Source: an optimization exercise on an open RTL-to-GDS flow (aim: small area and a short achievable clock period). Production flows keep margins and buffers that such runs may drop. Function was checked by simulation only, so behaviour that the tests miss may differ from the original. Power is estimated from default activity; no workload was simulated.

== oak ==
## stage1_top
module stage1_top (
	input logic clk,
	input logic arst_n,
	input logic ins_new_en, ins_new_1_vld, ins_new_2_vld,
	input logic [4-1:0] ins_1_des, ins_1_s1, ins_1_s2,
	input logic [4-1:0] ins_1_op,
	input logic [4-1:0] ins_1_ime,
	input logic [4-1:0] ins_2_des, ins_2_s1, ins_2_s2,
	input logic [4-1:0] ins_2_op,
	input logic [4-1:0] ins_2_ime,
	input logic ins_back_1, ins_back_2, ins_back_3, ins_back_4,
	input logic [4-1:0] ins_back_1_des, ins_back_2_des, ins_back_3_des, ins_back_4_des,
	input logic flush_en,
	input logic [3-1:0] flush_id,
	input logic [16-1:0] flush_reg,
	output logic entry_full, entry_empty, branch_full,
	output logic out_1_vld,
	output logic [4-1:0] out_1_des, out_1_s1, out_1_s2,
	output logic [4-1:0] out_1_op,
	output logic [3-1:0] out_1_branch,
	output logic [4-1:0] out_1_ime,
	output logic out_2_vld,
	output logic [4-1:0] out_2_des, out_2_s1, out_2_s2,
	output logic [4-1:0] out_2_op,
	output logic [3-1:0] out_2_branch,
	output logic [4-1:0] out_2_ime,
	output logic out_3_vld,
	output logic [4-1:0] out_3_des, out_3_s1, out_3_s2,
	output logic [4-1:0] out_3_op,
	output logic [3-1:0] out_3_branch,
	output logic [4-1:0] out_3_ime,
	output logic out_4_vld,
	output logic [4-1:0] out_4_des, out_4_s1, out_4_s2,
	output logic [4-1:0] out_4_op,
	output logic [3-1:0] out_4_branch,
	output logic [4-1:0] out_4_ime
);
Size: roughly 2100 cells after synthesis, roughly 240 flip-flops, ~180 I/O pins.
==> flow/config.mk <==
export PLATFORM = sky130hd
export DESIGN_NAME = stage1_top
export DESIGN_NICKNAME = stage1_top
export VERILOG_FILES = /design/flow/design.v
export SDC_FILE = /design/flow/constraint.sdc
export NUM_CORES = 4
export LEC_CHECK = 0
export CAP_MARGIN = 20
export CORE_MARGIN = 2
export CORE_UTILIZATION = 25
export PLACE_DENSITY = 0.35
export SLEW_MARGIN = 20
==> flow/constraint.sdc <==
create_clock -name core_clock -period 22.0 [get_ports {clk}]
set_input_delay 4.4000 -clock core_clock [delete_from_list [all_inputs] [get_ports {clk}]]
set_output_delay 4.4000 -clock core_clock [all_outputs]
set_load 0.01 [all_outputs]
standard.sh (not shown) runs the stock make flow with config.mk's settings and CLKGATE_MAP_FILE= SYNTH_SCRIPT=/design/flow/synth_recipe.tcl, a recipe that flattens the netlist after the stock synthesis.
==> flow/flow/run.sh <==
#!/bin/bash
# The standard layout with three changes: synthesis maps with an ABC script
# that recovers area (flow/abc_speed.script, in a copy of the ORFS scripts),
# the port buffers are buf_2 cells, and timing repair aims at a setup slack
# margin well above zero (the clock and constraints are the design's).
set -euo pipefail
here=$(pwd)
rm -rf "$here/scripts"
cp -r "$FLOW_HOME/scripts" "$here/scripts"
cp "$here/flow/abc_speed.script" "$here/scripts/abc_speed.script"
bash standard.sh SCRIPTS_DIR="$here/scripts" \
	BUFFER_PORTS_ARGS="-buffer_cell sky130_fd_sc_hd__buf_2" \
	SETUP_SLACK_MARGIN=15.5 > "$here/standard.log" 2>&1
==> flow/flow/abc_speed.script <==
&get -n; &st; &dch; &nf -R 1000; &dch; &nf -R 1000; &put; topo; stime -c
> inputs changed (oak -> pine)
# oak
export LEC_CHECK = 0
export CAP_MARGIN = 20
export CORE_MARGIN = 2
export CORE_UTILIZATION = 25
export PLACE_DENSITY = 0.35
export SLEW_MARGIN = 20
create_clock -name core_clock -period 22.0 [get_ports {clk}]
# pine
export LEC_CHECK = 0
export CAP_MARGIN = 10
export CORE_MARGIN = 2
export CORE_UTILIZATION = 25
export CTS_CLUSTER_DIAMETER = 100
export CTS_CLUSTER_SIZE = 30
export PLACE_DENSITY = 0.35
export SLEW_MARGIN = 10
create_clock -name core_clock -period 22.0 [get_ports {clk}]
[summary]
- Diff oak -> pine: met1 demand-to-capacity share in global routing essentially unchanged; aggregate routed wire length decreased about 0.8%; post-layout total power decreased about 6%.

---

Another version of the RTL of stage1_top (not shown whole).
For scale: ~240 flip-flops, about 180 I/O pins, about 17000 µm² of cells after synthesis.
// stage1_top
module stage1_top (
	input logic clk,
	input logic arst_n,
	input logic ins_new_en, ins_new_1_vld, ins_new_2_vld,
	input logic [4-1:0] ins_1_des, ins_1_s1, ins_1_s2,
	input logic [4-1:0] ins_1_op,
	input logic [4-1:0] ins_1_ime,
	input logic [4-1:0] ins_2_des, ins_2_s1, ins_2_s2,
	input logic [4-1:0] ins_2_op,
	input logic [4-1:0] ins_2_ime,
	input logic ins_back_1, ins_back_2, ins_back_3, ins_back_4,
	input logic [4-1:0] ins_back_1_des, ins_back_2_des, ins_back_3_des, ins_back_4_des,
	input logic flush_en,
	input logic [3-1:0] flush_id,
	input logic [16-1:0] flush_reg,
	output logic entry_full, entry_empty, branch_full,
	output logic out_1_vld,
	output logic [4-1:0] out_1_des, out_1_s1, out_1_s2,
	output logic [4-1:0] out_1_op,
	output logic [3-1:0] out_1_branch,
	output logic [4-1:0] out_1_ime,
	output logic out_2_vld,
	output logic [4-1:0] out_2_des, out_2_s1, out_2_s2,
	output logic [4-1:0] out_2_op,
	output logic [3-1:0] out_2_branch,
	output logic [4-1:0] out_2_ime,
	output logic out_3_vld,
	output logic [4-1:0] out_3_des, out_3_s1, out_3_s2,
	output logic [4-1:0] out_3_op,
	output logic [3-1:0] out_3_branch,
	output logic [4-1:0] out_3_ime,
	output logic out_4_vld,
	output logic [4-1:0] out_4_des, out_4_s1, out_4_s2,
	output logic [4-1:0] out_4_op,
	output logic [3-1:0] out_4_branch,
	output logic [4-1:0] out_4_ime
);
Settings: LEC_CHECK=0, CAP_MARGIN=20, CORE_MARGIN=2, CORE_UTILIZATION=25, PLACE_DENSITY=0.35, SLEW_MARGIN=20; clock period 22.0 ns.
==> flow/flow/run.sh <==
#!/bin/bash
# The standard layout with three changes: synthesis maps with an ABC script
# that recovers area (flow/abc_speed.script, in a copy of the ORFS scripts),
# the port buffers are buf_2 cells, and timing repair aims at a setup slack
# margin well above zero (the clock and constraints are the design's).
set -euo pipefail
here=$(pwd)
rm -rf "$here/scripts"
cp -r "$FLOW_HOME/scripts" "$here/scripts"
cp "$here/flow/abc_speed.script" "$here/scripts/abc_speed.script"
bash standard.sh SCRIPTS_DIR="$here/scripts" \
	BUFFER_PORTS_ARGS="-buffer_cell sky130_fd_sc_hd__buf_2" \
	SETUP_SLACK_MARGIN=15.8 > "$here/standard.log" 2>&1
==> flow/flow/abc_speed.script <==
&get -n; &st; &syn2; &dch; &nf -R 1000; &put; topo; stime -c
Rerun with:
--- a/flow/flow/run.sh
+++ b/flow/flow/run.sh
@@ -11,3 +11,3 @@
 bash standard.sh SCRIPTS_DIR="$here/scripts" \
 	BUFFER_PORTS_ARGS="-buffer_cell sky130_fd_sc_hd__buf_2" \
-	SETUP_SLACK_MARGIN=15.8 > "$here/standard.log" 2>&1
+	SETUP_SLACK_MARGIN=15.5 > "$here/standard.log" 2>&1
Result: Setup slack gets worse by 48 ps. Power falls by 0.99%. Via count barely changes. Fmax drops by 0.76%. Core utilization came out lower by 0.70 points. Final cell count shrinks by 0.62%. Design area falls by 2.2%.
Rerun with:
CORE_UTILIZATION = 35   (was 25)
PLACE_DENSITY = 0.5   (was 0.35)
=> The changed run completed without violations. Area after synthesis stays the same. Register-to-register slack gets worse by 160 ps. Cell count drops by 7.9%. Via count goes up by 0.61%. Clock power drops by 13%. Final area fell by 2.3%. Sequential power fell by about 2%. Hold slack barely changes. Worst setup slack is worse by 100 ps.

==> static timing again, ports no longer ideal <==
In the flow no input, the clock included, has a driving cell. The finished layouts below were timed again as built, in two steps. Step 1 assumes that a clkbuf_16 drives the clock port and a buf_2 every other input. Step 2 also shifts input and output timing later by t, the mid clock arrival at the registers, as if the neighbouring blocks saw the same clock. a / b / c = no drivers / after step 1 / after step 2; a / b = the first two.
run	t, ns	setup WS [ns]	hold slack, ns	worst setup path after step 2	cell pins on the clock port's net
oak	0.613	15.528 / 15.459 / 15.134	0.546 / 0.546 / 0.546	input to register	1
pine	0.629	15.502 / 15.437 / 15.116	0.547 / 0.547 / 0.547	input to register	1
the first run of note 2	0.612	15.653 / 15.587 / 15.178	0.486 / 0.486 / 0.486	input to register	1
the second run of note 2	0.626	15.604 / 15.541 / 15.140	0.501 / 0.501 / 0.501	input to register	1
the third run of note 2	0.635	15.501 / 15.442 / 14.927	0.501 / 0.501 / 0.501	input to register	1
After both steps setup and hold are still met in every run listed. The setup slack of the third run of note 2, which loses most, moves by -0.059 ns with the drivers and by -0.574 ns with both steps.
